From an optimization exercise on the open Yosys and OpenROAD flow, aimed at small area, a short achievable clock period and few clock cycles per item; shortcuts taken in it are not production practice. Where RTL was checked, it was by simulation tests only, not by an equivalence proof against the original. Function not checked in runs 1 to 3 and 8: the RTL went through the layout flow alone. The flow treats the clock pin as an ideal source, which a real chip does not have. No activity file was given, so power comes from the tool's default toggle rates.

==> design.v <==
`default_nettype none
module jam_top (
	input  logic        clk,
	input  logic        rst_n,
	input  logic        in_valid,
	input  logic [6:0]  in_cost,
	output logic        out_valid,
	output logic [59:0] out_data    
);
	logic [5:0]  k;         
	logic [55:0] A;         
	logic [6:0]  m;         
	logic        rdy;       
	logic        last;      
	logic        cmp;       
	logic        cmp7;      
	logic [2:0]  r;         
	logic        ins;       
	logic        subc;      
	logic        a_ld;      
	logic [2:0]  pcnt;      
	logic        out_v;
	logic [2:0]  beat;
	logic        row_end;
	logic        put7_n;    
	assign row_end = in_valid && (k[2:0] == 3'd7);
	assign put7_n  = out_v && (beat == 3'd4);
	always_ff @(posedge clk or negedge rst_n) begin
		if (!rst_n) begin
			k       <= 6'd0;
			rdy     <= 1'b0;
			last    <= 1'b0;
			cmp     <= 1'b0;
			cmp7    <= 1'b0;
			ins     <= 1'b0;
			subc    <= 1'b0;
			a_ld    <= 1'b0;
		end else begin
			rdy     <= row_end;
			last    <= row_end && (k[5:3] == 3'd7);
			cmp     <= rdy;
			cmp7    <= last;
			ins     <= row_end || (pcnt == 3'd3) || put7_n;
			subc    <= cmp7 || (pcnt > 3'd1) || put7_n;
			a_ld    <= (row_end && k[5:3] == 3'd7) || (pcnt == 3'd3);
			if (in_valid)
				k <= k + 6'd1;
		end
	end
	assign r = k[5:3] - 3'd1;
	function automatic logic [6:0] sub7(input logic [6:0] a, input logic [6:0] b);
		logic bw;
		bw = 1'b0;
		for (int i = 0; i < 7; i++) begin
			sub7[i] = a[i] ^ b[i] ^ bw;
			bw      = (~a[i] & b[i]) | (~(a[i] ^ b[i]) & bw);
		end
	endfunction
	function automatic logic less7(input logic [6:0] a, input logic [6:0] b);
		logic l;
		l = 1'b0;
		for (int i = 0; i < 7; i++)
			l = (~a[i] & b[i]) | (~(a[i] & ~b[i]) & l);
		less7 = l;
	endfunction
	logic [55:0] ring [7];
	logic [55:0] cmin;
	logic [55:0] sx, sy, d;
	always_comb begin
		sx = ins ? A : ring[6];
		for (int c = 0; c < 8; c++) begin
			sy[c*7 +: 7] = (m & {7{rdy}}) | (cmin[c*7 +: 7] & {7{subc}});
			d[c*7 +: 7]  = sub7(sx[c*7 +: 7], sy[c*7 +: 7]);
		end
	end
	always_ff @(posedge clk) begin
		if (in_valid) begin
			A <= {in_cost, A[55:7]};
			m <= (k[2:0] == 3'd0 || less7(in_cost, m)) ? in_cost : m;
		end else if (a_ld) begin
			A <= ring[6];
		end
	end
	logic [2:0] ph;         
	always_ff @(posedge clk) begin
		ring[0] <= d;   
		for (int i = 1; i < 7; i++)
			ring[i] <= ring[i-1];
	end
	always_ff @(posedge clk or negedge rst_n) begin
		if (!rst_n)
			ph <= 3'd0;
		else if ((rdy && r == 3'd0) || ph == 3'd6)
			ph <= 3'd0;
		else
			ph <= ph + 3'd1;
	end
	logic [63:0] z;         
	logic [7:0]  lt, le;
	logic [7:0]  roh;
	logic [63:0] tr, tc;    
	always_comb begin
		for (int c = 0; c < 8; c++) begin
			lt[c] = cmp && (r == 3'd0 || less7(ring[0][c*7 +: 7], cmin[c*7 +: 7]));
			le[c] = lt[c] || (cmp && ring[0][c*7 +: 7] == cmin[c*7 +: 7]);
		end
		for (int i = 0; i < 8; i++)
			roh[i] = (r == i[2:0]);
	end
	logic [63:0] z_n;
	always_comb
		for (int c = 0; c < 8; c++)
			for (int i = 0; i < 8; i++)
				z_n[i*8+c] = (z[i*8+c] && !lt[c]) || (roh[i] && le[c]);
	always_ff @(posedge clk) begin
		z <= z_n;
		for (int c = 0; c < 8; c++)
			if (lt[c])
				cmin[c*7 +: 7] <= ring[0][c*7 +: 7];
	end
	logic        busy;      
	logic        done;      
	logic [3:0]  drawn;
	logic [63:0] tr_init;
	logic [7:0]  mr, mc;    
	logic [7:0]  hr, hc;    
	logic [7:0]  rsel, csel;
	logic        take_col;
	logic [7:0]  zc, zr;    
	logic [63:0] zt;        
	logic        all_clear;
	logic [3:0]  pop;
	always_comb begin
		for (int i = 0; i < 8; i++) begin
			pop = 4'd0;
			for (int c = 0; c < 8; c++)
				pop = pop + {3'd0, z_n[i*8+c]};
			for (int n = 0; n < 8; n++)
				tr_init[i*8+n] = (pop > n[3:0]);
		end
		for (int i = 0; i < 8; i++)
			for (int c = 0; c < 8; c++)
				zt[c*8+i] = z[i*8+c];
	end
	function automatic logic [7:0] first_word(input logic [7:0] f, input logic [63:0] w);
		logic [3:0]  f1;
		logic [31:0] w1;
		logic [1:0]  f2;
		logic [15:0] w2;
		for (int p = 0; p < 4; p++) begin
			f1[p]         = f[2*p] | f[2*p+1];
			w1[p*8 +: 8]  = f[2*p] ? w[2*p*8 +: 8] : w[(2*p+1)*8 +: 8];
		end
		for (int q = 0; q < 2; q++) begin
			f2[q]         = f1[2*q] | f1[2*q+1];
			w2[q*8 +: 8]  = f1[2*q] ? w1[2*q*8 +: 8] : w1[(2*q+1)*8 +: 8];
		end
		first_word = f2[0] ? w2[7:0] : w2[15:8];
	endfunction
	function automatic logic one_or_none(input logic [7:0] v);
		logic seen, two;
		seen = 1'b0;
		two  = 1'b0;
		for (int i = 0; i < 8; i++) begin
			two  = two | (seen & v[i]);
			seen = seen | v[i];
		end
		one_or_none = !two;
	endfunction
	always_comb begin
		mr = 8'd0;
		mc = 8'd0;
		for (int i = 0; i < 8; i++) begin
			mr = mr | tr[i*8 +: 8];
			mc = mc | tc[i*8 +: 8];
		end
		take_col = |(mc & ~mr);   
		for (int i = 0; i < 8; i++) begin
			hr[i] = &(tr[i*8 +: 8] | ~mr);
			hc[i] = &(tc[i*8 +: 8] | ~mc);
		end
		rsel = hr & (~hr + 8'd1);   
		csel = hc & (~hc + 8'd1);
		zr = first_word(hr, z);     
		zc = first_word(hc, zt);    
	end
	logic [7:0] nzr, nzc;   
	always_comb begin
		for (int i = 0; i < 8; i++) begin
			nzr[i] = tr[i*8];
			nzc[i] = tc[i*8];
		end
		all_clear = one_or_none(nzr) || one_or_none(nzc);
	end
	always_ff @(posedge clk) begin
		for (int i = 0; i < 8; i++) begin
			if (cmp7)
				tr[i*8 +: 8] <= tr_init[i*8 +: 8];
			else if (busy) begin
				if (take_col) begin
					if (zc[i])
						tr[i*8 +: 8] <= {1'b0, tr[i*8+1 +: 7]};
				end else if (rsel[i])
					tr[i*8 +: 8] <= 8'd0;
			end
			if (lt[i])
				tc[i*8 +: 8] <= 8'd1;
			else if (le[i])
				tc[i*8 +: 8] <= {tc[i*8 +: 7], 1'b1};
			else if (busy) begin
				if (take_col) begin
					if (csel[i])
						tc[i*8 +: 8] <= 8'd0;
				end else if (zr[i])
					tc[i*8 +: 8] <= {1'b0, tc[i*8+1 +: 7]};
			end
		end
		if (cmp7)
			drawn <= 4'd0;
		else if (busy)
			drawn <= drawn + 4'd1;
	end
	logic go;
	logic fin;
	assign fin  = done || (busy && all_clear);
	assign go   = fin && (ph == 3'd0);   
	always_ff @(posedge clk or negedge rst_n) begin
		if (!rst_n) begin
			busy  <= 1'b0;
			done  <= 1'b0;
			pcnt  <= 3'd0;
			out_v <= 1'b0;
			beat  <= 3'd0;
		end else begin
			busy <= cmp7 || (busy && !all_clear);
			done <= fin && !go;
			if (cmp7)
				pcnt <= 3'd7;
			else if (pcnt != 3'd0)
				pcnt <= pcnt - 3'd1;
			if (go) begin
				out_v <= 1'b1;
				beat  <= 3'd0;
			end else if (out_v) begin
				beat <= beat + 3'd1;
				if (beat == 3'd7)
					out_v <= 1'b0;
			end
		end
	end
	assign out_valid = out_v;
	assign out_data  = {ring[1], drawn};
endmodule
`default_nettype wire
==> flow/run.sh <==
#!/bin/bash
# Standard layout, with timing repair aiming for extra setup slack.
set -euo pipefail
bash standard.sh SETUP_SLACK_MARGIN=11 finish > make.log 2>&1
==> standard.sh <==
#!/bin/bash
# synth_recipe.tcl (not shown) runs the flow's synth.tcl, then flattens the netlist and writes it again
# the make line also repeats each setting of config.mk as NAME=value (left out here)
make -C /OpenROAD-flow-scripts/flow DESIGN_CONFIG=/design/flow/config.mk WORK_HOME=/design/flow/orfs CLKGATE_MAP_FILE= SYNTH_SCRIPT=/design/flow/synth_recipe.tcl "${@:-finish}"
==> config.mk <==
export PLATFORM = sky130hd
export DESIGN_NAME = jam_top
export DESIGN_NICKNAME = jam_top
export VERILOG_FILES = /design/flow/design.v
export SDC_FILE = /design/flow/constraint.sdc
export NUM_CORES = 4
export LEC_CHECK = 0
export CAP_MARGIN = 20
export CORE_MARGIN = 2
export CORE_UTILIZATION = 40
export CTS_CLUSTER_DIAMETER = 60
export CTS_CLUSTER_SIZE = 30
export SLEW_MARGIN = 20
==> constraint.sdc <==
create_clock -name core_clock -period 15.0 [get_ports {clk}]
set_input_delay 3.0000 -clock core_clock [delete_from_list [all_inputs] [get_ports {clk}]]
set_output_delay 3.0000 -clock core_clock [all_outputs]
set_load 0.01 [all_outputs]
==> results of run 1 <==
-- layout by cell type (no fill, tap or decap), drive strengths merged, types with 24 or more instances in the layout --
cell,Yosys,final
edfxtp,183,183
dfrtp,25,25
mux2i,61,61
o22ai,28,28
dfxtp,524,524
a22o,41,41
nand2,180,182
clkbuf,95,62
o211ai,28,28
and3,24,24
inv,250,273
ha,150,150
a22oi,29,29
mux2,94,94
and2,39,39
a31oi,29,29
nor4,51,51
nand3,41,41
nor2,60,60
nor3,54,54
a21oi,175,175
buf,20,153
o21ai,104,104
fa,72,72
-- power groups by stage --
stage | clock [mW] | sequential (mW) | combinational (mW)
2_1_floorplan | 0 | 3.19 | 1.92
3_3_place_gp | 0 | 3.36 | 2.76
3_5_place_dp | 0 | 3.37 | 2.81
4_1_cts | 1.65 | 3.39 | 3.09
5_1_grt | 1.72 | 3.47 | 3.54
6_report | 1.60 | 3.38 | 3.21
-- path summary, 6_finish.rpt --
check / endpoint / slack [ns] / cells past startpoint
worst max-delay path: tr[57] / 9.89 / 24
worst min-delay path: ring[5][12] / 0.30 / 0
worst max register to register: tr[57] / 9.89 / 24
worst min register to register: ring[5][12] / 0.30 / 0
max in group asynchronous: cmp7 / 12.19 / 1
min in group asynchronous: pcnt[2] / 2.34 / 1
-- metrics by stage --
step | hold slack (ns) | std cells | util
6_report | 0.299 | 3777 | 0.479
5_1_grt | 0.303 | 3777 | 0.479
4_1_cts | 0.292 | 3763 | 0.473
3_5_place_dp | 0.312 | 3615 | 0.432
3_3_place_gp | 0.310 | 3614 | 0.431
2_1_floorplan | 0.310 | 2658 | -
-- timing repair --
item,4_1_cts,5_1_grt
pin swaps,75,37
setup endpoints to repair,323,216
setup buffers,40,14
gates cloned,8,0
hold buffers,0,0
resized for setup,494,69
endpoints found under the hold margin,0,0
-- kinds of logic (layout without fill, tap and decap cells) --
group	after synthesis	in the layout	share of synthesized area
simple gates	554	559	0.0977
xor+xnor	33	33	0.00958
fa+ha+maj	229	229	0.112
compound gates	588	589	0.128
mux	155	155	0.0553
buf+inv	367	511	0.0465
flops	732	732	0.551
-- area by class of cell --
cell class,instances,area (sq um),share of cell area
flip-flops and latches,732,16700,0.468
multi-input cells,1565,13300,0.372
repair buffers,159,1560,0.0437
clock buffers,62,1410,0.0395
well taps,969,1210,0.0339
inverters,252,950,0.0266
clock inverters,38,569,0.0159
-- critical path: cells and delay by family, from the launching register on --
family | cells | cell delay (ns)
adder cells (fa/ha/maj) | 6 | 2.29
flip-flops | 1 | 0.39
AO/OA/AOI/OAI | 9 | 1.16
AND/OR/NAND/NOR | 2 | 0.26
buffers and inverters | 6 | 0.50
XOR/XNOR | 1 | 0.19
-- registers in the layout, indices dropped and copies added (netlist names), 3 cells and up --
name	cells
ring	392
tc	64
tr	64
z	64
A	56
cmin	56
m	7
k	6
drawn	4
beat	3
pcnt	3
ph	3
-- metal layers --
metal,global-route usage,up-vias,part of all wire,wire length [microns]
met5,0,-,0,0
met3,0.0307,148,0.051,4270
met2,0.352,663,0.48,40000
met4,0.0780,0,0.031,2620
li1,-,9661,-,-
met1,0.288,10200,0.44,36700
==> flow_summary.yaml, run 1 <==
worst_setup_path:
  path_max_fanout: 7
  cp.required_ns: 15.34
  critPathSlowestCell: "fa_1"
  critPathKind: "reg2reg"
  worstSetupStartpoint: "cmin[8]"
  r2r_start: "cmin[8]"
  end_kind: "flop"
  crit_arrival_ns: 5.45
  path_cells: "inv_1, ha_2, nand2b_4, a21oi_2, o21bai_1, a21oi_1, o21bai_1, a21oi_2, o31ai_4, buf_6, buf_12, nand2_8, a22oi_2, fa_1, inv_1, fa_1, inv_2, fa_1, inv_1, ha_2, fa_2, xor2_4, o21ai_4, o211ai_1"
  max_stage_delay_ns: 0.57
  start_kind: "flop"
sta:
  fin_tns_setup_ns: 0
  skew_ns: 0.0659
  tightest_slew_ns: 0.873
  slew_violations: 0
  final_hold_viol_count: 0
  slew_headroom: 0.415
  min_period_ns: 5.11
  worst_slack_ns: 9.89
  fin_crit_sh: 0.341
  fmax_ghz: 0.196
  grt_setup_unrepaired: "yes"
  finalSetupViolations: 0
cells_and_area:
  final_area_sq_um: 35700
  antenna_cells: 0
  fillers: 6679
  nNetsFinal: 2995
  drive_above_1_share: 0.216
  area_growth_pct: 18.4
power:
  finalPower_mw: 8.19
  peakVddDrop_uv: 149
  p_sw_frac: 0.382
  pwr-share-comb: 0.392
  clkPwrFrac: 0.196
  p_leak_nw: 14.8
  p_switching_mw: 3.13
  p_int_mw: 5.07
  seqPwrFrac: 0.413
  p_per_area_nw_per_um2: 229
route:
  via_per_inst: 5.46
  first_pass_iters: 6
  detail-route-antenna-nets: 0
  drt_iter0_drc: 1748
  avgRoutedWirePerCell_microns: 22.1
  drc: 0
  wl_microns: 83500
  vias: 20600
worst_hold_path:
  min_path_type: "reg2reg"
  min_from: "ring[4][12]"
synthesis:
  synthTopCellsByArea: "dfxtp_1 (35%), edfxtp_1 (18%), ha_1 (6.2%)"
  yosysWarnings: 2
  synth.cells.most_frequent: "dfxtp_1 (524), inv_1 (250), edfxtp_1 (183)"
  syn-cell-area_sq_um: 30200
  yosys.area.top_type: "dfxtp_1"
  yosysMostFrequentCell: "dfxtp_1"
  synth_seq_cells: 732
  synthesis.nets: 2890
  postSynthAreaPerCell_sq_um: 11.3
  synth_cells: 2658
  synth_edf_count: 183
  synth-main-ff-cell: "dfxtp_1"
  synth-seq-area-share: 0.551
  synth_top_area_share: 0.348
  synthArstFlopShare: 0.0342
  ys_types: 87
grt:
  grt_pass1_wl_microns: 128000
  track_usage: 0.214
  grt_start_max_net_pins: 68
  grt_pass1_vias: 20500
  antenna_found_initial: 0
  grt_overflow: 0
clocking:
  insertion_delay_ns: 0.67
  root_buffer: "clkbuf_16"
  cts_buffers: 53
  htreeDepth: 2
  cts_tree: "done"
  clockBufferDepth: 3
  clk_pin_slew_worst_paths_ns: 0.09
  cts_sinks: 732
die:
  die-area_sq_um: 77600
  die_y_microns: 279
  rows: 100
  die_w_microns: 279
  start_util: 0.405
  ios: 71
  core_area_sq_um: 74600
status:
  status: "timing/DRC/antenna clean"
placement:
  portBuffers: 70
  place_ws_ns: 9.03
  dp_hpwl_microns: 58000
  placedInstanceArea_sq_um: 32200
  place_congestion: 0.940
flow_run:
  max-cap-violations: 0
==> inputs of run 2 (changes only) <==
--- a/design.v
+++ b/design.v
@@ -56,13 +56,6 @@
 			bw      = (~a[i] & b[i]) | (~(a[i] ^ b[i]) & bw);
 		end
 	endfunction
-	function automatic logic less7(input logic [6:0] a, input logic [6:0] b);
-		logic l;
-		l = 1'b0;
-		for (int i = 0; i < 7; i++)
-			l = (~a[i] & b[i]) | (~(a[i] & ~b[i]) & l);
-		less7 = l;
-	endfunction
 	logic [55:0] ring [7];
 	logic [55:0] cmin;
 	logic [55:0] sx, sy, d;
@@ -76,7 +69,7 @@
 	always_ff @(posedge clk) begin
 		if (in_valid) begin
 			A <= {in_cost, A[55:7]};
-			m <= (k[2:0] == 3'd0 || less7(in_cost, m)) ? in_cost : m;
+			m <= (k[2:0] == 3'd0 || in_cost < m) ? in_cost : m;
 		end else if (a_ld) begin
 			A <= ring[6];
 		end
@@ -101,7 +94,7 @@
 	logic [63:0] tr, tc;    
 	always_comb begin
 		for (int c = 0; c < 8; c++) begin
-			lt[c] = cmp && (r == 3'd0 || less7(ring[0][c*7 +: 7], cmin[c*7 +: 7]));
+			lt[c] = cmp && (r == 3'd0 || ring[0][c*7 +: 7] < cmin[c*7 +: 7]);
 			le[c] = lt[c] || (cmp && ring[0][c*7 +: 7] == cmin[c*7 +: 7]);
 		end
 		for (int i = 0; i < 8; i++)
@@ -130,11 +123,15 @@
 	logic [63:0] zt;        
 	logic        all_clear;
 	logic [3:0]  pop;
-	always_comb begin
-		for (int i = 0; i < 8; i++) begin
-			pop = 4'd0;
-			for (int c = 0; c < 8; c++)
-				pop = pop + {3'd0, z_n[i*8+c]};
+	logic [7:0]  p2;
+	logic [5:0]  p3;
+	always_comb begin
+		for (int i = 0; i < 8; i++) begin
+			for (int p = 0; p < 4; p++)
+				p2[p*2 +: 2] = {1'b0, z_n[i*8+2*p]} + {1'b0, z_n[i*8+2*p+1]};
+			for (int q = 0; q < 2; q++)
+				p3[q*3 +: 3] = {1'b0, p2[q*4 +: 2]} + {1'b0, p2[q*4+2 +: 2]};
+			pop = {1'b0, p3[2:0]} + {1'b0, p3[5:3]};   
 			for (int n = 0; n < 8; n++)
 				tr_init[i*8+n] = (pop > n[3:0]);
 		end
==> run 2 against run 1 <==
- sequential share of layout area is 0.69 points higher
- global-route usage is 0.17 points higher
- non-clock buffer count is 15 higher
- core utilization is 0.36 points lower
- combinational power is 16% lower
- die area is 1.3% lower
- cell area is 1.4% lower
- first-iteration DRC count is 16% higher
- clock-buffer cell count is 6 lower
- synthesized cell count is 2.6% lower
- largest cell class unchanged
==> flow_summary.yaml, run 2 <==
status:
  status: "timing/DRC/antenna clean"
synthesis:
  synthArstFlopShare: 0.0342
  synthTopCellsByArea: "dfxtp_1 (35%), edfxtp_1 (18%), fa_1 (4.8%)"
  syn-cell-area_sq_um: 29800
  yosys.area.top_type: "dfxtp_1"
  synthesis.nets: 2778
  synth_top_area_share: 0.352
  synth_edf_count: 183
  yosysWarnings: 2
  synth_seq_cells: 732
  synth_cells: 2588
  ys_types: 94
  synth-seq-area-share: 0.558
  synth.cells.most_frequent: "dfxtp_1 (524), inv_1 (195), nand2_1 (192)"
  yosysMostFrequentCell: "dfxtp_1"
  synth-main-ff-cell: "dfxtp_1"
  postSynthAreaPerCell_sq_um: 11.5
die:
  ios: 71
  core_area_sq_um: 74100
  rows: 100
  die_w_microns: 277
  die-area_sq_um: 76600
  start_util: 0.402
  die_y_microns: 277
route:
  via_per_inst: 5.52
  first_pass_iters: 6
  avgRoutedWirePerCell_microns: 22.5
  drt_iter0_drc: 2027
  detail-route-antenna-nets: 0
  wl_microns: 83900
  vias: 20500
  drc: 0
cells_and_area:
  area_growth_pct: 18.3
  antenna_cells: 0
  final_area_sq_um: 35200
  final_util: 0.476
  regMostFlops: "ring"
  nNetsFinal: 2900
  largest_register_ffs: 392
  final_common_cell: "dfxtp_1"
  layout_common_cells: "dfxtp_1 (462), nand2_1 (185), edfxtp_1 (183), inv_1 (182), a21oi_1 (142)"
  drive_above_1_share: 0.219
placement:
  portBuffers: 70
  place_congestion: 0.957
  placedInstanceArea_sq_um: 31700
  dp_hpwl_microns: 58700
sta:
  min_period_ns: 5.34
  skew_ns: 0.0587
  tightest_slew_ns: 1.06
  slew_violations: 0
  fmax_ghz: 0.187
  fin_crit_sh: 0.356
  slew_headroom: 0.292
  fin_tns_setup_ns: 0
  grt_setup_unrepaired: "yes"
  final_hold_viol_count: 0
  finalSetupViolations: 0
clocking:
  htreeDepth: 2
  insertion_delay_ns: 0.68
  clk_pin_slew_worst_paths_ns: 0.10
  clockBufferDepth: 3
  cts_tree: "done"
  root_buffer: "clkbuf_16"
  hold_buffers: 0
  cts_buffers: 51
  cts_sinks: 732
grt:
  track_usage: 0.216
  grt_pass1_wl_microns: 127000
  grt_overflow: 0
  grt_pass1_vias: 20400
  antenna_found_initial: 0
  grt_start_max_net_pins: 89
worst_hold_path:
  min_path_type: "reg2reg"
worst_setup_path:
  end_kind: "flop"
  cp.required_ns: 15.33
  crit_arrival_ns: 5.67
  start_kind: "flop"
  critPathKind: "reg2reg"
  path_max_fanout: 8
flow_run:
  max-cap-violations: 0
power:
  p_leak_nw: 14.2
  peakVddDrop_uv: 187
  p_per_area_nw_per_um2: 219
-- run 2: layout make-up --
type	count	area [sq um]
inverter	200	756
clock inverter	40	569
sequential	732	16700
timing repair buffer	174	1730
multi-input combinational	1551	12900
tap	969	1210
clock buffer	56	1340
fill	6663	38800
-- run 2: cells by family (layout without fill, tap and decap cells) --
family	Yosys count	in the layout	share of synthesized area
AOI/OAI and AO/OA	562	562	0.129
xor gates and xnor gates	33	33	0.00971
adders and majority gates	182	182	0.0945
buffers and inverters	305	470	0.0402
DFF	732	732	0.558
muxes	165	165	0.0595
and+or+nand+nor	609	609	0.109
-- run 2: repair_timing --
item / 4_1_cts / 5_1_grt
pin swaps: 53 / 42
endpoints found under the setup margin: 367 / 230
hold endpoints to repair: 0 / 0
setup buffers: 54 / 23
gates resized for setup: 482 / 83
cloned: 2 / 0
-- run 2: worst max-delay path: stages (launching register included) --
cell	delay, ns
edfxtp_1	0.41
inv_2	0.09
ha_4	0.20
nor2b_4	0.12
o21a_1	0.15
o21a_1	0.16
o21a_1	0.16
o21a_1	0.20
o21ai_4	0.18
a211oi_4	0.10
nor2_4	0.14
buf_12	0.17
a22oi_2	0.07
fa_1	0.50
inv_1	0.05
fa_1	0.49
inv_2	0.04
fa_1	0.55
inv_1	0.07
ha_2	0.21
fa_2	0.40
xor2_4	0.18
o21ai_4	0.21
o211ai_1	0.13
-- run 2: path summary, 6_finish.rpt --
path	from	end	slack [ns]	depth (start not counted)
max	cmin[22]	tr[33]	9.66	23
min	ring[2][4]	ring[3][4]	0.28	0
max reg2reg	cmin[22]	tr[33]	9.66	23
min reg2reg	ring[2][4]	ring[3][4]	0.28	0
max in group asynchronous	rst_n	ins	12.22	1
min in group asynchronous	rst_n	out_v	2.36	1
-- run 2: power breakdown --
group          switching, mW  internal (mW)
sequential             0.511           2.91
combinational           1.44           1.27
clock                  0.821          0.745
-- run 2: routing by layer --
| layer | global-route usage | up-vias | part of all wire |
|---|---|---|---|
| met4 | 0.0884 | 0 | 0.042 |
| li1 | - | 9541 | - |
| met5 | 0 | - | 0 |
| met3 | 0.0358 | 174 | 0.057 |
| met1 | 0.286 | 10200 | 0.43 |
| met2 | 0.351 | 644 | 0.47 |
-- run 2: stage by stage --
stage | total power [mW] | setup slack, ns | instances | hold WS, ns
after global placement | 5.70 | 9.24 | 3547 | 0.310
after floorplan | 4.84 | 10.01 | 2588 | 0.310
after detailed placement | 5.77 | 9.16 | 3547 | 0.312
after CTS | 7.62 | 9.68 | 3699 | 0.277
after global routing | 8.19 | 9.50 | 3722 | 0.278
final | 7.70 | 9.66 | 3722 | 0.278
==> inputs of run 3 (changes only) <==
--- a/config.mk
+++ b/config.mk
@@ -7,7 +7,8 @@
 export LEC_CHECK = 0
 export CAP_MARGIN = 20
 export CORE_MARGIN = 2
-export CORE_UTILIZATION = 40
+export CORE_UTILIZATION = 65
 export CTS_CLUSTER_DIAMETER = 60
 export CTS_CLUSTER_SIZE = 30
+export PLACE_DENSITY = 0.75
 export SLEW_MARGIN = 20
==> run 3 against run 2 <==
- via count grew 4.8%
- synthesized cell count is the same
- global-route usage grew 16 points
- clock-buffer cell count shrank 9
- first-iteration DRC count grew 20%
- register-to-register slack lost 0.18 ns
- power grew 1.0%
- non-clock buffer count grew 7
- wire length grew 6.2%
- sequential power grew 1%
- clock power shrank 11%
- critical endpoint is now tr[18]
- largest power group unchanged
==> flow_summary.yaml, run 3 <==
grt:
  antenna_found_initial: 1
  grt_overflow: 0
  grt_start_max_net_pins: 107
  grt_pass1_vias: 22000
  track_usage: 0.377
  grt_pass1_wl_microns: 134000
cells_and_area:
  antenna_cells: 0
  layout_common_cells: "dfxtp_1 (463), nand2_1 (187), edfxtp_1 (183), inv_1 (180), a21oi_1 (143)"
  fillers: 2755
  final_common_cell: "dfxtp_1"
  area_growth_pct: 15.2
  regMostFlops: "ring"
  largest_register_ffs: 392
  final_util: 0.757
  nNetsFinal: 2899
  drive_above_1_share: 0.212
synthesis:
  synth_seq_cells: 732
  syn-cell-area_sq_um: 29800
  postSynthAreaPerCell_sq_um: 11.5
  yosys.area.top_type: "dfxtp_1"
  synthArstFlopShare: 0.0342
  synth.cells.most_frequent: "dfxtp_1 (524), inv_1 (195), nand2_1 (192)"
  synth_edf_count: 183
  synth-seq-area-share: 0.558
  synth_top_area_share: 0.352
  yosysMostFrequentCell: "dfxtp_1"
  synthesis.nets: 2778
  ys_types: 94
  synth_cells: 2588
  synth-main-ff-cell: "dfxtp_1"
  synthTopCellsByArea: "dfxtp_1 (35%), edfxtp_1 (18%), fa_1 (4.8%)"
  yosysWarnings: 2
sta:
  fin_crit_sh: 0.368
  tightest_slew_ns: 1.10
  whs_ns: 0.321
  fmax_ghz: 0.181
  skew_ns: 0.0371
  fin_tns_setup_ns: 0
  slew_violations: 0
  min_period_ns: 5.51
  grt_setup_unrepaired: "yes"
  slew_headroom: 0.265
  finalSetupViolations: 0
  final_hold_viol_count: 0
die:
  die_w_microns: 218
  rows: 78
  start_util: 0.657
  die-area_sq_um: 47500
  ios: 71
  die_y_microns: 218
  core_area_sq_um: 45300
worst_hold_path:
  min_path_type: "reg2reg"
clocking:
  cts_tree: "done"
  root_buffer: "clkbuf_16"
  clockBufferDepth: 3
  htreeDepth: 2
  cts_sinks: 732
  cts_buffers: 42
  hold_buffers: 0
  insertion_delay_ns: 0.63
  clk_pin_slew_worst_paths_ns: 0.11
route:
  drt_iter0_drc: 2434
  vias: 21500
  first_pass_iters: 8
  via_per_inst: 6.44
  detail-route-antenna-nets: 0
  wl_microns: 89000
  topRoutingLayerUsed: "met5"
  drc: 0
  wl_met2_microns: 43200
  avgRoutedWirePerCell_microns: 26.6
  met3WireLength_microns: 6940
  met1Wirelength_microns: 33000
power:
  peakVddDrop_uv: 260
  p_per_area_nw_per_um2: 227
  p_leak_nw: 14.0
flow_run:
  max-cap-violations: 0
worst_setup_path:
  path_max_fanout: 7
  end_kind: "flop"
  critPathKind: "reg2reg"
  crit_arrival_ns: 5.84
  start_kind: "flop"
  cp.required_ns: 15.33
placement:
  place_congestion: 1.03
  dp_hpwl_microns: 59200
  portBuffers: 70
status:
  status: "timing/DRC/antenna clean"
-- run 3: cell counts after synthesis --
No cell type changed its count.
-- run 3: through the flow --
step | power [mW] | area [sq um] | setup WS [ns] | std cells
final | 7.78 | 34300 | 9.49 | 3342
after global routing | 8.16 | 34300 | 9.34 | 3342
after CTS | 7.48 | 33800 | 9.56 | 3317
after detailed placement | 5.79 | 31200 | 9.23 | 3184
after global placement | 5.62 | 31200 | 9.12 | 3184
after floorplan | 4.84 | 30100 | 10.01 | 2588
-- run 3: layer usage --
metal,track usage,vias up
met5,0,-
met4,0.229,2
met3,0.0681,324
met2,0.630,1097
met1,0.456,10600
li1,-,9531
-- run 3: logic make-up (layout without fill, tap and decap cells) --
kind of cell,Yosys count,in the layout,synth area share
AO/OA/AOI/OAI,562,562,0.129
XOR/XNOR,33,33,0.00971
adder cells (fa/ha/maj),182,182,0.0945
buffers and inverters,305,458,0.0402
flip-flops,732,732,0.558
multiplexers,165,165,0.0595
AND/OR/NAND/NOR,609,610,0.109
-- run 3: power by group --
group	total [mW]	switching, mW	internal, mW
sequential	3.47	0.558	2.91
combinational	2.93	1.59	1.34
clock	1.39	0.772	0.617
-- run 3: layout make-up --
cell class / instances / area [sq um] / area share
Timing Repair Buffer: 181 / 1740 / 0.0508
Clock buffer: 47 / 1110 / 0.0324
Tap cell: 600 / 751 / 0.0219
Inverter: 200 / 756 / 0.0220
Clock inverter: 30 / 453 / 0.0132
Sequential cell: 732 / 16700 / 0.487
Multi-Input combinational cell: 1552 / 12800 / 0.372
-- run 3: critical path, stage by stage, from the launching register on --
cell and delay, ns:
edfxtp_1 0.44, inv_2 0.09, ha_4 0.20, nor2b_4 0.12, o21a_1 0.19, o21a_1 0.20, o21a_1 0.17, o21a_1 0.18
o21ai_2 0.18, buf_4 0.15, a211oi_4 0.07, nor2_4 0.18, buf_12 0.17, a22oi_2 0.07, fa_1 0.54, inv_1 0.06
fa_1 0.50, inv_2 0.04, fa_1 0.50, inv_2 0.06, ha_4 0.17, fa_2 0.40, xor2_4 0.19, o21ai_4 0.22
o211ai_1 0.12
-- run 3: final timing paths --
kind | from | to | slack, ns | cells past startpoint
setup / recovery | cmin[22] | tr[18] | 9.49 | 24
max in group asynchronous | rst_n | cmp7 | 11.98 | 2
hold reg to reg | ring[4][25] | ring[5][25] | 0.32 | 0
hold / removal | ring[4][25] | ring[5][25] | 0.32 | 0
min in group asynchronous | rst_n | cmp | 2.75 | 2
setup reg to reg | cmin[22] | tr[18] | 9.49 | 24
-- run 3: timing repair --
action / CTS / global route
cloned: 2 / 0
gates resized for setup: 470 / 68
buffers inserted: 54 / 25
endpoints found under the setup margin: 366 / 264
pin swaps: 59 / 38
==> inputs of run 4 (changes only) <==
--- a/design.v
+++ b/design.v
@@ -122,18 +122,20 @@
 	logic [7:0]  zc, zr;    
 	logic [63:0] zt;        
 	logic        all_clear;
-	logic [3:0]  pop;
-	logic [7:0]  p2;
-	logic [5:0]  p3;
-	always_comb begin
-		for (int i = 0; i < 8; i++) begin
-			for (int p = 0; p < 4; p++)
-				p2[p*2 +: 2] = {1'b0, z_n[i*8+2*p]} + {1'b0, z_n[i*8+2*p+1]};
-			for (int q = 0; q < 2; q++)
-				p3[q*3 +: 3] = {1'b0, p2[q*4 +: 2]} + {1'b0, p2[q*4+2 +: 2]};
-			pop = {1'b0, p3[2:0]} + {1'b0, p3[5:3]};   
-			for (int n = 0; n < 8; n++)
-				tr_init[i*8+n] = (pop > n[3:0]);
+	function automatic logic [7:0] sort8(input logic [7:0] v);
+		logic [7:0] s;
+		s = v;
+		{s[0], s[1]} = {s[0] | s[1], s[0] & s[1]}; {s[2], s[3]} = {s[2] | s[3], s[2] & s[3]}; {s[4], s[5]} = {s[4] | s[5], s[4] & s[5]}; {s[6], s[7]} = {s[6] | s[7], s[6] & s[7]};
+		{s[0], s[2]} = {s[0] | s[2], s[0] & s[2]}; {s[1], s[3]} = {s[1] | s[3], s[1] & s[3]}; {s[4], s[6]} = {s[4] | s[6], s[4] & s[6]}; {s[5], s[7]} = {s[5] | s[7], s[5] & s[7]};
+		{s[1], s[2]} = {s[1] | s[2], s[1] & s[2]}; {s[5], s[6]} = {s[5] | s[6], s[5] & s[6]};
+		{s[0], s[4]} = {s[0] | s[4], s[0] & s[4]}; {s[1], s[5]} = {s[1] | s[5], s[1] & s[5]}; {s[2], s[6]} = {s[2] | s[6], s[2] & s[6]}; {s[3], s[7]} = {s[3] | s[7], s[3] & s[7]};
+		{s[2], s[4]} = {s[2] | s[4], s[2] & s[4]}; {s[3], s[5]} = {s[3] | s[5], s[3] & s[5]};
+		{s[1], s[2]} = {s[1] | s[2], s[1] & s[2]}; {s[3], s[4]} = {s[3] | s[4], s[3] & s[4]}; {s[5], s[6]} = {s[5] | s[6], s[5] & s[6]};
+		sort8 = s;
+	endfunction
+	always_comb begin
+		for (int i = 0; i < 8; i++) begin
+			tr_init[i*8 +: 8] = sort8(z_n[i*8 +: 8]);
 		end
 		for (int i = 0; i < 8; i++)
 			for (int c = 0; c < 8; c++)
==> run 4 against run 3 <==
- sequential cell count did not move
- critical endpoint is now out_data[22]
- sequential share of layout area grew 1.7 points
- critical path type is now reg2out
- core utilization decreased by 1.0 points
- cell area fell by 3.3%
- still clean on timing, DRC and antenna
- register-to-register slack gained 1.6 ns
- hold slack worse by 0.019 ns
==> flow_summary.yaml, run 4 <==
placement:
  place_ws_ns: 9.77
  dp_hpwl_microns: 63600
  placed_cells: 3197
  place_congestion: 1.02
  portBuffers: 70
  placedInstanceArea_sq_um: 30700
die:
  rows: 77
  die_w_microns: 216
  ios: 71
  start_util: 0.660
  die-area_sq_um: 46800
  core_area_sq_um: 44400
  die_y_microns: 216
power:
  p_sw_frac: 0.373
  finalPower_mw: 7.11
  peakVddDrop_uv: 174
  p_int_mw: 4.46
  p_switching_mw: 2.65
  clkPwrFrac: 0.190
  pwr-share-comb: 0.324
  p_per_area_nw_per_um2: 214
  p_leak_nw: 13.7
  seqPwrFrac: 0.486
clocking:
  hold_buffers: 0
  clk_pin_slew_worst_paths_ns: 0.11
  root_buffer: "clkbuf_16"
  cts_tree: "done"
  htreeDepth: 2
  cts_sinks: 732
  clockBufferDepth: 3
  cts_buffers: 42
  insertion_delay_ns: 0.63
sta:
  min_period_ns: 4.14
  whs_ns: 0.302
  worst_slack_ns: 10.86
  fmax_ghz: 0.242
  grt_setup_unrepaired: "yes"
  tightest_slew_ns: 1.34
  final_hold_viol_count: 0
  finalSetupViolations: 0
  fin_crit_sh: 0.276
  slew_violations: 0
  fin_tns_setup_ns: 0
  skew_ns: 0.0461
  slew_headroom: 0.101
route:
  drt_iter0_drc: 2696
  via_per_inst: 6.82
  detail-route-antenna-nets: 0
  first_pass_iters: 6
  drc: 0
  avgRoutedWirePerCell_microns: 28.6
  vias: 22600
  wl_microns: 94700
flow_run:
  max-cap-violations: 0
grt:
  antenna_found_initial: 1
  track_usage: 0.401
  grt_pass1_vias: 22600
  grt_pass1_wl_microns: 141000
  grt_start_max_net_pins: 65
  grt_overflow: 0
synthesis:
  syn-cell-area_sq_um: 29300
  postSynthAreaPerCell_sq_um: 11.3
  synth-main-ff-cell: "dfxtp_1"
  synth_cells: 2601
  synth_top_area_share: 0.358
  synth.cells.most_frequent: "dfxtp_1 (524), edfxtp_1 (183), nand2_1 (180)"
  yosys.area.top_type: "dfxtp_1"
  ys_types: 96
  synth-seq-area-share: 0.566
  yosysMostFrequentCell: "dfxtp_1"
  synth_edf_count: 183
  synthTopCellsByArea: "dfxtp_1 (36%), edfxtp_1 (19%), ha_1 (3.6%)"
  synthArstFlopShare: 0.0342
  yosysWarnings: 2
  synthesis.nets: 2735
  synth_seq_cells: 732
worst_setup_path:
  start_kind: "flop"
  end_kind: "output pin"
  timing.critical_path.buf_inv: 1
  critPathSlowestCell: "dfxtp_4"
  max_stage_delay_ns: 0.38
  cp.required_ns: 12.00
  critical_path.top_delay_family: "flip-flops"
  path_max_fanout: 2
  crit_arrival_ns: 1.14
  path_cells: "buf_6"
  critPathKind: "reg2out"
cells_and_area:
  final_cells: 3317
  drive_above_1_share: 0.180
  final_common_cell: "dfxtp_1"
  final_area_sq_um: 33200
  area_growth_pct: 13.1
  layout_common_cells: "dfxtp_1 (464), edfxtp_1 (183), nand2_1 (179), inv_1 (160), a21oi_1 (144)"
  largest_register_ffs: 392
  nNetsFinal: 2825
  antenna_cells: 0
  regMostFlops: "ring"
  final_util: 0.747
worst_hold_path:
  min_path_type: "reg2reg"
status:
  status: "timing/DRC/antenna clean"
## run 4: cell types whose count changed after synthesis, moves of 25 or more
cell | before | now
and3_1 | 19 | 53
fa_1 | 72 | 40
nand3_1 | 46 | 77
mux2i_1 | 70 | 41
nor3_1 | 52 | 77
inv_1 | 195 | 162
## run 4: final timing paths
kind                        startpoint      endpoint  slack [ns]  cells after the start
min in group asynchronous        rst_n           cmp        2.36                      1
max                        ring[1][18]  out_data[22]       10.86                      1
max reg2reg                   cmin[24]        tr[25]       11.08                     11
min reg2reg                 ring[2][6]    ring[3][6]        0.30                      0
min                         ring[2][6]    ring[3][6]        0.30                      0
max in group asynchronous        rst_n           ins       12.22                      1
## run 4: worst register-to-register path, cell delays in order (launching register included)
cell	delay, ns
edfxtp_1	0.39
inv_1	0.06
ha_1	0.34
a21o_1	0.19
a21oi_1	0.30
a211oi_1	0.16
or2_2	0.55
a22oi_1	0.53
nand3_1	0.17
a221oi_1	0.48
nand3_1	0.18
a221o_1	0.32
## run 4: repair_timing
item,in CTS,in global routing
pin swaps,11,16
setup endpoints to repair,258,188
gates resized for setup,457,53
setup buffers,25,17
## run 4: logic make-up after synthesis
| kind of cell | share of synthesized area |
|---|---|
| flops | 0.566 |
| simple gates | 0.117 |
| compound gates | 0.159 |
| buf+inv | 0.0349 |
| mux | 0.0501 |
| fa+ha+maj | 0.0648 |
| xor+xnor | 0.00776 |
## run 4: layout make-up
| type | count | area, sq um |
|---|---|---|
| sequential | 732 | 16700 |
| inverter | 166 | 637 |
| multi-input combinational | 1603 | 12200 |
| clock buffer | 52 | 1190 |
| timing repair buffer | 146 | 1360 |
| tap | 592 | 741 |
| fill | 2773 | 11200 |
| clock inverter | 26 | 307 |
## run 4: power groups by stage
stage,Combinational [mW],Clock (mW),Sequential (mW)
5_1_grt,2.48,1.42,3.51
3_3_place_gp,1.90,0,3.36
4_1_cts,2.16,1.34,3.42
6_report,2.30,1.35,3.46
3_5_place_dp,2.00,0,3.40
2_1_floorplan,1.31,0,3.18
## run 4: layer usage
layer  part of all wire  GRT usage  wire length (microns)  vias to the layer above
met5            0.00019          0                     18                        -
met2               0.47      0.659                  44800                     1386
li1                   -          -                      -                     9819
met3              0.091     0.0803                   8590                      389
met1               0.37      0.493                  35000                    11000
met4              0.067      0.239                   6390                        2
Testbench counts of run 4, summed over its fixed seeds: cycles 15,727, matrices 192.
==> inputs of run 5 (changes only) <==
--- a/config.mk
+++ b/config.mk
@@ -7,8 +7,7 @@
 export LEC_CHECK = 0
 export CAP_MARGIN = 20
 export CORE_MARGIN = 2
-export CORE_UTILIZATION = 65
+export CORE_UTILIZATION = 40
 export CTS_CLUSTER_DIAMETER = 60
 export CTS_CLUSTER_SIZE = 30
-export PLACE_DENSITY = 0.75
 export SLEW_MARGIN = 20
==> run 5 against run 4 <==
- combinational power down 7%
- sequential cell count unchanged
- register-to-register slack worse by 0.06 ns
- critical path depth unchanged
- global-route usage down 16 points
- non-clock buffer count down 16
- first-iteration DRC count down 31%
- synthesized cell count unchanged
- setup slack worse by 0.038 ns
- clock skew up 0.013 ns
- sequential power down 1%
==> flow_summary.yaml, run 5 <==
die:
  ios: 71
  die_w_microns: 275
  rows: 99
  core_area_sq_um: 72800
  die_y_microns: 275
  die-area_sq_um: 75500
  start_util: 0.403
synthesis:
  yosys.area.top_type: "dfxtp_1"
  synthesis.nets: 2735
  postSynthAreaPerCell_sq_um: 11.3
  synth-main-ff-cell: "dfxtp_1"
  synth_seq_cells: 732
  ys_types: 96
  synth-seq-area-share: 0.566
  synth.cells.most_frequent: "dfxtp_1 (524), edfxtp_1 (183), nand2_1 (180)"
  syn-cell-area_sq_um: 29300
  synthTopCellsByArea: "dfxtp_1 (36%), edfxtp_1 (19%), ha_1 (3.6%)"
  synth_top_area_share: 0.358
  yosysMostFrequentCell: "dfxtp_1"
  synth_cells: 2601
  yosysWarnings: 2
  synth_edf_count: 183
  synthArstFlopShare: 0.0342
worst_setup_path:
  worstRegToRegCells: 10
  cp.required_ns: 12.00
  crit_arrival_ns: 1.17
  path_cells: "buf_6"
  max_stage_delay_ns: 0.37
  timing.critical_path.buf_inv: 1
  path_max_fanout: 2
  end_kind: "output pin"
  r2r-end: "tc[25]"
  cp_num_cells: 1
  critPathSlowestCell: "dfxtp_4"
  critical_path.top_delay_family: "flip-flops"
  critPathKind: "reg2out"
  start_kind: "flop"
  r2r_start: "tr[16]"
  regToRegSetupSlack_ns: 11.02
clocking:
  clockBufferDepth: 3
  cts_tree: "done"
  clk_pin_slew_worst_paths_ns: 0.10
  cts_buffers: 57
  root_buffer: "clkbuf_16"
  htreeDepth: 2
  hold_buffers: 0
  cts_sinks: 732
  insertion_delay_ns: 0.68
cells_and_area:
  final_cells: 3699
  fillers: 6598
  final_util: 0.469
  largest_register_ffs: 392
  antenna_cells: 0
  final_area_sq_um: 34200
  regMostFlops: "ring"
  final_common_cell: "dfxtp_1"
  drive_above_1_share: 0.188
  area_growth_pct: 16.6
  nNetsFinal: 2825
  layout_common_cells: "dfxtp_1 (464), edfxtp_1 (183), nand2_1 (178), inv_1 (161), a21oi_1 (144)"
sta:
  skew_ns: 0.0595
  worst_slack_ns: 10.83
  min_period_ns: 4.17
  fin_tns_setup_ns: 0
  final_hold_viol_count: 0
  tightest_slew_ns: 0.911
  finalSetupViolations: 0
  grt_setup_unrepaired: "yes"
  fin_crit_sh: 0.278
  slew_violations: 0
  whs_ns: 0.287
  fmax_ghz: 0.240
  slew_headroom: 0.390
grt:
  track_usage: 0.237
  grt_start_max_net_pins: 57
  grt_overflow: 0
  antenna_found_initial: 0
  grt_pass1_wl_microns: 134000
  grt_pass1_vias: 20900
placement:
  placed_cells: 3563
  place_congestion: 0.952
  dp_hpwl_microns: 67000
  placedInstanceArea_sq_um: 31100
  place_ws_ns: 9.83
  portBuffers: 70
power:
  clkPwrFrac: 0.235
  finalPower_mw: 7.24
  peakVddDrop_uv: 157
  p_switching_mw: 2.60
  seqPwrFrac: 0.471
  p_leak_nw: 14.0
  pwr-share-comb: 0.294
  p_int_mw: 4.64
  p_sw_frac: 0.359
  p_per_area_nw_per_um2: 212
route:
  detail-route-antenna-nets: 0
  via_per_inst: 5.81
  drc: 0
  drt_iter0_drc: 1853
  wl_microns: 91000
  vias: 21500
  first_pass_iters: 6
  avgRoutedWirePerCell_microns: 24.6
worst_hold_path:
  whs_endpoint: "ring[3][47]"
  min_path_type: "reg2reg"
  hold_path_depth: 0
  min_from: "ring[2][47]"
status:
  status: "timing/DRC/antenna clean"
flow_run:
  max-cap-violations: 0
[run 5: changes by cell type in the layout (fill, tap and decap cells not counted), sizes merged]
cell / delta
clkinv: +2
buf: -16
inv: +18
bufinv: +3
clkinvlp: -1
or2: +1
clkbuf: +9
clkdlybuf4s15: -1
[run 5: layer usage]
layer | part of all wire | vias to the layer above | track usage | routed length [microns]
met1 | 0.44 | 10600 | 0.320 | 39900
li1 | - | 9853 | - | -
met4 | 0.035 | 0 | 0.0834 | 3210
met2 | 0.46 | 821 | 0.388 | 42300
met5 | 0 | - | 0 | 0
met3 | 0.062 | 182 | 0.0357 | 5620
[run 5: worst max path at each step]
stage | from | endpoint | slack, ns
floorplan | in_cost[1] | m[0] | 10.55
global placement | in_cost[1] | m[1] | 9.87
detailed placement | in_cost[1] | m[1] | 9.83
CTS | ring[1][39] | out_data[43] | 10.78
global route | ring[1][33] | out_data[37] | 10.78
finish | ring[1][34] | out_data[38] | 10.83
[run 5: timing repair]
action                     CTS  global route
resized for setup          457            63
setup endpoints to repair  358           255
pin swaps                   13            14
cloned                       1             0
setup buffers               17            10
[run 5: worst register-to-register path: cells and delay by family (launching register included)]
| family | cells | cell delay (ns) |
|---|---|---|
| and+or+nand+nor | 5 | 1.81 |
| AOI/OAI and AO/OA | 4 | 1.22 |
| DFF | 1 | 0.55 |
| buffers and inverters | 1 | 0.33 |
[run 5: kinds of logic (layout without fill, tap and decap cells)]
| family | after synthesis | count (layout) | share of synthesized area |
|---|---|---|---|
| muxes | 135 | 135 | 0.0501 |
| AOI/OAI and AO/OA | 653 | 653 | 0.159 |
| DFF | 732 | 732 | 0.566 |
| buffers and inverters | 266 | 404 | 0.0349 |
| and+or+nand+nor | 660 | 661 | 0.117 |
| adders and majority gates | 129 | 129 | 0.0648 |
| xor gates and xnor gates | 26 | 26 | 0.00776 |
[run 5: power by group through the flow]
stage / sequential (mW) / clock [mW] / combinational (mW)
after floorplan: 3.18 / 0 / 1.31
after global placement: 3.39 / 0 / 1.95
after detailed placement: 3.41 / 0 / 2.00
after CTS: 3.42 / 1.74 / 2.08
after global routing: 3.50 / 1.81 / 2.34
final: 3.41 / 1.70 / 2.13
[run 5: area by class of cell]
type	instances	area [sq um]	area share
clock buffers	60	1450	0.0423
repair buffers	130	1250	0.0365
clock inverters	48	707	0.0207
flip-flops and latches	732	16700	0.489
inverters	166	637	0.0186
multi-input cells	1604	12200	0.358
well taps	959	1200	0.0351
==> inputs of run 6 (changes only) <==
==> flow/run.sh (replaced) <==
#!/bin/bash
# The standard layout, with timing repair aiming for extra setup slack and
# the clock tree's root buffer removed after CTS (flow/post_cts.tcl), so the
# clock port drives the tree's first level (four buffers) directly.
set -euo pipefail
bash standard.sh SETUP_SLACK_MARGIN=11 POST_CTS_TCL="$PWD/flow/post_cts.tcl" finish > make.log 2>&1
==> flow/post_cts.tcl (new file) <==
proc bypass_root_buffer {} {
  set block [ord::get_db_block]
  set clknet [$block findNet clk]
  set its [$clknet getITerms]
  if {[llength $its] != 1} {
    puts "bypass: the clock port drives [llength $its] pins, tree left as is"
    return
  }
  set r [[lindex $its 0] getInst]
  set xo [$r findITerm X]
  if {$xo eq "NULL" || ![string match "*clkbuf*" [[$r getMaster] getName]]} {
    puts "bypass: no root clock buffer, tree left as is"
    return
  }
  set rn [$xo getNet]
  set sinks {}
  foreach s [$rn getITerms] {
    if {[$s getInst] ne $r} { lappend sinks $s }
  }
  if {[llength $sinks] > 4 || [llength [$rn getBTerms]] > 0} {
    puts "bypass: the root buffer drives [llength $sinks] pins, tree left as is"
    return
  }
  foreach s $sinks {
    $s disconnect
    $s connect $clknet
  }
  [lindex $its 0] disconnect
  $xo disconnect
  odb::dbInst_destroy $r
  odb::dbNet_destroy $rn
  puts "bypass: the clock port now drives [llength $sinks] clock buffers"
}

bypass_root_buffer
estimate_parasitics -placement
repair_timing_helper
report_clock_skew
==> run 6 against run 5 <==
- the flow now stops in global routing (5_1_grt)
- synthesized area is the same
- synthesized cell count is the same
==> flow_summary.yaml, run 6 <==
synthesis:
  synth_seq_cells: 732
  synth_edf_count: 183
  synth-main-ff-cell: "dfxtp_1"
  synthTopCellsByArea: "dfxtp_1 (36%), edfxtp_1 (19%), ha_1 (3.6%)"
  synth_top_area_share: 0.358
  synthesis.nets: 2735
  yosysWarnings: 2
  syn-cell-area_sq_um: 29300
  yosysMostFrequentCell: "dfxtp_1"
  ys_types: 96
  yosys.area.top_type: "dfxtp_1"
  synthArstFlopShare: 0.0342
  synth.cells.most_frequent: "dfxtp_1 (524), edfxtp_1 (183), nand2_1 (180)"
  synth-seq-area-share: 0.566
  postSynthAreaPerCell_sq_um: 11.3
  synth_cells: 2601
placement:
  place_congestion: 0.952
  portBuffers: 70
  dp_hpwl_microns: 67000
  placed_cells: 3563
  place_ws_ns: 9.83
die:
  die_w_microns: 275
  start_util: 0.403
  ios: 71
  die_y_microns: 275
  rows: 99
clocking:
  cts_sinks: 732
status:
  firstError: "[ERROR DRT-0073] No access point for rebuffer140/A (sky130_fd_sc_hd__buf_4)."
  lastStage: "global routing (5_1_grt)"
  status: "aborted with a tool error"
-- run 6: cell counts after synthesis --
Identical to the previous run, type by type.
-- run 6: cell families after synthesis --
kind of cell / Yosys count / share of synthesized area
buffers and inverters: 266 / 0.0349
adders and majority gates: 129 / 0.0648
xor gates and xnor gates: 26 / 0.00776
AOI/OAI and AO/OA: 653 / 0.159
muxes: 135 / 0.0501
DFF: 732 / 0.566
and+or+nand+nor: 660 / 0.117
-- run 6: power groups by stage --
stage | clock (mW) | combinational, mW | sequential (mW)
detailed placement | 0 | 2.00 | 3.41
global placement | 0 | 1.95 | 3.39
floorplan | 0 | 1.31 | 3.18
-- run 6: worst max-delay path by stage --
stage	end	slack, ns	depth (start not counted)
after global placement	m[1]	9.87	10
after detailed placement	m[1]	9.83	10
after floorplan	m[0]	10.55	9
-- run 6: metrics by stage --
step / hold slack, ns / util / area, sq um
2_1_floorplan: 0.310 / - / 29400
3_3_place_gp: 0.310 / 0.427 / 31100
3_5_place_dp: 0.312 / 0.428 / 31100
==> inputs of run 7 (changes only) <==
--- a/flow/post_cts.tcl
+++ b/flow/post_cts.tcl
@@ -35,4 +35,7 @@
 bypass_root_buffer
 estimate_parasitics -placement
 repair_timing_helper
+detailed_placement
+check_placement -verbose
+estimate_parasitics -placement
 report_clock_skew
==> run 7 against run 6 <==
- the run now finishes clean
- synthesized area did not move
- synthesized cell count unchanged
==> flow_summary.yaml, run 7 <==
synthesis:
  synthMuxAreaShare: 0.0501
  synthTopCellsByArea: "dfxtp_1 (36%), edfxtp_1 (19%), ha_1 (3.6%)"
  synth.cells.most_frequent: "dfxtp_1 (524), edfxtp_1 (183), nand2_1 (180)"
  yosys.area.top_type: "dfxtp_1"
  synth-simple-area-share: 0.117
  synth_seq_cells: 732
  postSynthAreaPerCell_sq_um: 11.3
  synth_top_family_by_area: "compound AO/OA/AOI/OAI gates"
  yosys.area_share.xor_xnor: 0.00776
  synth_top_area_share: 0.358
  yosysWarnings: 2
  ys_types: 96
  synth_compound_area_frac: 0.159
  synth-main-ff-cell: "dfxtp_1"
  synthArstFlopShare: 0.0342
  synthesis.nets: 2735
  synth_edf_count: 183
  synth-seq-area-share: 0.566
  yosys.area_share.adder: 0.0648
  yosysMostFrequentCell: "dfxtp_1"
  syn-cell-area_sq_um: 29300
  synth_cells: 2601
worst_hold_path:
  min_from: "ring[2][47]"
  whs_endpoint: "ring[3][47]"
  hold_path_depth: 0
  min_path_type: "reg2reg"
status:
  status: "timing/DRC/antenna clean"
die:
  core_area_sq_um: 72800
  rows: 99
  die-area_sq_um: 75500
  start_util: 0.403
  die_y_microns: 275
  ios: 71
  die_w_microns: 275
sta:
  slew_violations: 0
  fin_crit_sh: 0.276
  skew_ns: 0.0619
  min_period_ns: 4.14
  fmax_ghz: 0.242
  tightest_slew_ns: 0.917
  finalSetupViolations: 0
  slew_headroom: 0.386
  grt_setup_unrepaired: "yes"
  fin_tns_setup_ns: 0
  final_hold_viol_count: 0
cells_and_area:
  final_cells: 3700
  layout_common_cells: "dfxtp_1 (464), edfxtp_1 (183), nand2_1 (178), inv_1 (161), a21oi_1 (144)"
  nNetsFinal: 2825
  final_common_cell: "dfxtp_1"
  drive_above_1_share: 0.189
  regMostFlops: "ring"
  largest_register_ffs: 392
  area_growth_pct: 16.6
worst_setup_path:
  critPathKind: "in2reg"
  r2r-end: "tc[4]"
  regToRegSetupSlack_ns: 10.99
  worstRegToRegCells: 11
  crit_arrival_ns: 4.33
  cp.required_ns: 15.20
  path_max_fanout: 7
  start_kind: "input port"
  max_stage_delay_ns: 0.21
  end_kind: "flop"
  path_cells: "buf_8, ha_4, a21o_1, a21o_1, a21oi_2, nor2b_1, o21ai_1, nand2b_1, a21oi_2, o21a_4"
  critPathSlowestCell: "o21a_4"
  r2r_start: "tr[2]"
clocking:
  insertion_delay_ns: 0.49
  clk_pin_slew_worst_paths_ns: 0.09
  cts_tree: "done"
  cts_sinks: 732
flow_run:
  max-cap-violations: 0
grt:
  antenna_found_initial: 0
  grt_pass1_vias: 20900
  grt_pass1_wl_microns: 134000
  track_usage: 0.236
  grt_start_max_net_pins: 57
  grt_overflow: 0
placement:
  place_congestion: 0.952
  placed_cells: 3563
  portBuffers: 70
  dp_hpwl_microns: 67000
power:
  peakVddDrop_uv: 157
  p_per_area_nw_per_um2: 211
  p_leak_nw: 14.0
route:
  avgRoutedWirePerCell_microns: 24.6
  detail-route-antenna-nets: 0
  wl_microns: 91100
  vias: 21500
  drt_iter0_drc: 1879
  first_pass_iters: 6
  drc: 0
  via_per_inst: 5.81
==> run 7: worst max-delay path, delay by kind of cell <==
kind / cells / cell delay (ns)
buffers and inverters: 1 / 0.10
adder cells (fa/ha/maj): 1 / 0.20
AND/OR/NAND/NOR: 2 / 0.13
AO/OA/AOI/OAI: 6 / 0.90
==> run 7: power by group <==
| group | internal, mW | leakage [nW] | switching (mW) | total, mW |
|---|---|---|---|---|
| logic | 0.918 | 6.42 | 1.21 | 2.13 |
| clock network | 0.819 | 1.03 | 0.849 | 1.67 |
| registers | 2.90 | 6.51 | 0.520 | 3.42 |
| total | 4.63 | 14.0 | 2.58 | 7.22 |
==> run 7: per-stage QoR <==
step                      setup WS [ns]  power [mW]  hold slack, ns  instance area [sq um]  utilization
after floorplan                   10.55        4.50           0.310                  29400            -
after global placement             9.87        5.34           0.310                  31100        0.427
after detailed placement           9.83        5.41           0.312                  31100        0.428
after global routing              10.79        7.62           0.273                  34200        0.470
final                             10.87        7.22           0.284                  34200        0.470
==> run 7: cells by family after synthesis <==
| family | count (synthesis) |
|---|---|
| AND/OR/NAND/NOR | 660 |
| adder cells (fa/ha/maj) | 129 |
| XOR/XNOR | 26 |
| flip-flops | 732 |
| buffers and inverters | 266 |
| AO/OA/AOI/OAI | 653 |
| multiplexers | 135 |
==> run 7: cell type report <==
cell class,count,area [sq um]
multi-input combinational,1604,12300
tap,959,1200
clock inverter,48,707
clock buffer,59,1420
antenna,1,2.50
fill,6599,38600
timing repair buffer,131,1260
sequential,732,16700
inverter,166,637
==> run 7: layer usage <==
layer | vias to the layer above | wire length, microns | GRT usage
met5 | - | 0 | 0
met4 | 0 | 3330 | 0.0802
met1 | 10700 | 40200 | 0.320
li1 | 9849 | - | -
met3 | 191 | 5300 | 0.0313
met2 | 793 | 42200 | 0.389
==> run 7: worst max-delay path by stage <==
stage,from,to,slack (ns),cells after the start
after floorplan,in_cost[1],m[0],10.55,9
after global placement,in_cost[1],m[1],9.87,10
final,in_cost[1],m[1],10.87,10
after detailed placement,in_cost[1],m[1],9.83,10
after global routing,in_cost[1],m[3],10.79,10
==> inputs of run 8 (changes only) <==
--- a/design.v
+++ b/design.v
@@ -56,6 +56,15 @@
 			bw      = (~a[i] & b[i]) | (~(a[i] ^ b[i]) & bw);
 		end
 	endfunction
+	function automatic logic less7(input logic [6:0] a, input logic [6:0] b);
+		logic       l;
+		logic [6:0] e;
+		e = ~(a ^ b);
+		l = 1'b0;
+		for (int i = 6; i >= 0; i--)
+			l = l | (&(e | ~(7'h7f << (i + 1))) & ~a[i] & b[i]);
+		less7 = l;
+	endfunction
 	logic [55:0] ring [7];
 	logic [55:0] cmin;
 	logic [55:0] sx, sy, d;
@@ -69,7 +78,7 @@
 	always_ff @(posedge clk) begin
 		if (in_valid) begin
 			A <= {in_cost, A[55:7]};
-			m <= (k[2:0] == 3'd0 || in_cost < m) ? in_cost : m;
+			m <= (k[2:0] == 3'd0 || less7(in_cost, m)) ? in_cost : m;
 		end else if (a_ld) begin
 			A <= ring[6];
 		end
==> run 8 against run 7 <==
- still clean on timing, DRC and antenna
- non-clock buffer count down 14
- maximum frequency shrank 13%
- clock power about the same
- synthesized area is essentially flat
- die area hardly changed
- cell area is 0.65% lower
- sequential power is 2% lower
- synthesized cell count decreased by 1.4%
==> flow_summary.yaml, run 8 <==
sta:
  slew_headroom: 0.287
  skew_ns: 0.0522
  grt_setup_unrepaired: "yes"
  finalSetupViolations: 0
  tightest_slew_ns: 1.07
  final_hold_viol_count: 0
  fin_tns_setup_ns: 0
  fmax_ghz: 0.211
  min_period_ns: 4.75
  whs_ns: 0.313
  fin_crit_sh: 0.317
  slew_violations: 0
die:
  ios: 71
  rows: 99
  core_area_sq_um: 72800
  die-area_sq_um: 75500
  die_y_microns: 275
  start_util: 0.403
  die_w_microns: 275
worst_setup_path:
  critPathKind: "in2reg"
  r2r_start: "tr[3]"
  start_kind: "input port"
  path_common_cell: "maj3_2"
  end_kind: "flop"
  path_max_fanout: 7
  crit_arrival_ns: 4.96
  path_cells: "buf_8, nor2b_4, maj3_2, maj3_2, maj3_2, nor2_4, o21ai_2, maj3_2, a221oi_4, nor2b_4"
  critPathSlowestCell: "maj3_2"
  max_stage_delay_ns: 0.36
  cp.required_ns: 15.21
  worstSetupStartpoint: "in_cost[0]"
cells_and_area:
  largest_register_ffs: 392
  antenna_cells: 0
  regMostFlops: "ring"
  nNetsFinal: 2785
  drive_above_1_share: 0.182
  layout_common_cells: "dfxtp_1 (465), inv_1 (217), edfxtp_1 (183), nand2_1 (174), a21oi_1 (163)"
  area_growth_pct: 15.8
  final_common_cell: "dfxtp_1"
synthesis:
  synth_cells: 2564
  synth_seq_cells: 732
  synth_top_area_share: 0.358
  synth_edf_count: 183
  yosysMostFrequentCell: "dfxtp_1"
  synth-main-ff-cell: "dfxtp_1"
  synthArstFlopShare: 0.0342
  yosys.area.top_type: "dfxtp_1"
  synth.cells.most_frequent: "dfxtp_1 (524), inv_1 (219), edfxtp_1 (183)"
  synthesis.nets: 2692
  synthTopCellsByArea: "dfxtp_1 (36%), edfxtp_1 (19%), mux2_2 (3.4%)"
  synth-seq-area-share: 0.566
  syn-cell-area_sq_um: 29300
  yosysWarnings: 2
  postSynthAreaPerCell_sq_um: 11.4
  ys_types: 104
placement:
  dp_hpwl_microns: 63500
  portBuffers: 70
  place_congestion: 0.948
status:
  status: "timing/DRC/antenna clean"
clocking:
  cts_tree: "done"
  clk_pin_slew_worst_paths_ns: 0.10
  cts_sinks: 732
  insertion_delay_ns: 0.48
power:
  peakVddDrop_uv: 172
  p_per_area_nw_per_um2: 203
  p_leak_nw: 13.4
grt:
  grt_overflow: 0
  grt_pass1_vias: 20600
  track_usage: 0.223
  grt_start_max_net_pins: 57
  grt_pass1_wl_microns: 128000
  antenna_found_initial: 0
route:
  avgRoutedWirePerCell_microns: 23.1
  wl_microns: 84800
  via_per_inst: 5.66
  drt_iter0_drc: 1761
  drc: 0
  first_pass_iters: 6
  detail-route-antenna-nets: 0
  vias: 20700
flow_run:
  max-cap-violations: 0
worst_hold_path:
  min_from: "ring[2][48]"
  min_path_type: "reg2reg"
## run 8: cell count changes in the layout (fill, tap and decap cells not counted), sizes merged, moves of 14 or more
| cell | change |
|---|---|
| a21oi | +19 |
| a221o | -21 |
| a22o | -31 |
| a22oi | +29 |
| and3 | -23 |
| buf | -14 |
| inv | +49 |
| maj3 | +16 |
| nand3 | +16 |
| nor3 | -19 |
| o211ai | +19 |
| o21ai | -14 |
## run 8: cell type report
class                      instances  area (sq um)
clock buffer                      60          1420
clock inverter                    45           756
fill                            6602         38900
inverter                         219           826
multi-input combinational       1532         11900
sequential                       732         16700
tap                              959          1200
timing repair buffer             117          1160
## run 8: metrics by stage
stage,util,setup slack [ns],power [mW],instance area (sq um),cells
2_1_floorplan,-,9.99,4.33,29400,2564
3_3_place_gp,0.427,9.28,5.06,31100,3537
3_5_place_dp,0.427,9.23,5.13,31100,3537
5_1_grt,0.467,10.20,7.29,34000,3664
6_report,0.467,10.25,6.88,34000,3664
## run 8: layer usage
metal  global-route usage  up-vias  wire (microns)
li1                     -     9598               -
met1                0.299    10300           37700
met2                0.370      709           39600
met3               0.0327      160            4700
met4               0.0717        0            2810
met5                    0        -               0
## run 8: report_power, final
| part | internal [mW] | switching [mW] | total, mW |
|---|---|---|---|
| Clock | 0.811 | 0.872 | 1.68 |
| Combinational | 0.810 | 1.05 | 1.86 |
| Sequential | 2.87 | 0.469 | 3.34 |
## run 8: logic make-up after synthesis
kind of cell | count (synthesis) | share of synthesized area
xor+xnor | 25 | 0.00746
simple gates | 628 | 0.124
buf+inv | 301 | 0.0402
mux | 139 | 0.0512
flops | 732 | 0.566
fa+ha+maj | 139 | 0.0677
compound gates | 600 | 0.144
## run 8: final timing paths
path                                     to  depth (start not counted)  slack (ns)
min in group asynchronous              k[1]                          1        2.52
worst min register to register  ring[3][48]                          0        0.31
worst max register to register       tc[49]                          9       11.07
worst max-delay path                   m[6]                         10       10.25
max in group asynchronous              k[3]                          1       12.07
worst min-delay path            ring[3][48]                          0        0.31
## run 8: critical path: cells and delay by family
| kind | cells | cell delay [ns] |
|---|---|---|
| simple gates | 3 | 0.25 |
| buf+inv | 1 | 0.08 |
| fa+ha+maj | 4 | 1.31 |
| compound gates | 2 | 0.32 |

## re-timing with driven ports
The flow's constraints put no driver on any port. The routed layouts listed below were extracted and timed again, unchanged, in two steps.
Step 1 assumes that a clkbuf_16 drives the clock port and a buf_2 every other input.
Step 2 adds t to the input delays and takes it off the output delays; t is the mean of the earliest and latest rising clock arrival at the registers after step 1. Input paths then give back, and output paths get back, about the clock's delay inside the block.
a / b / c = ideal / step 1 / step 2; a / b = the first two.
run	t (ns)	setup slack, ns	clock arrival spread, ns
run 1	0.702	9.886 / 9.886 / 9.648	0.067 / 0.067
run 2	0.710	9.662 / 9.662 / 9.662	0.060 / 0.061
run 3	0.668	9.486 / 9.486 / 9.486	0.042 / 0.042
run 4	0.667	10.864 / 10.806 / 10.204	0.047 / 0.047
run 5	0.713	10.827 / 10.764 / 10.378	0.059 / 0.060
run 7	0.579	10.865 / 10.897 / 10.370	0.062 / 0.062
run 8	0.576	10.252 / 10.306 / 9.730	0.054 / 0.053
After both steps every run listed still meets setup and hold. The setup slack of run 4, which loses most, moves by -0.058 ns with the drivers and by -0.660 ns with both steps.
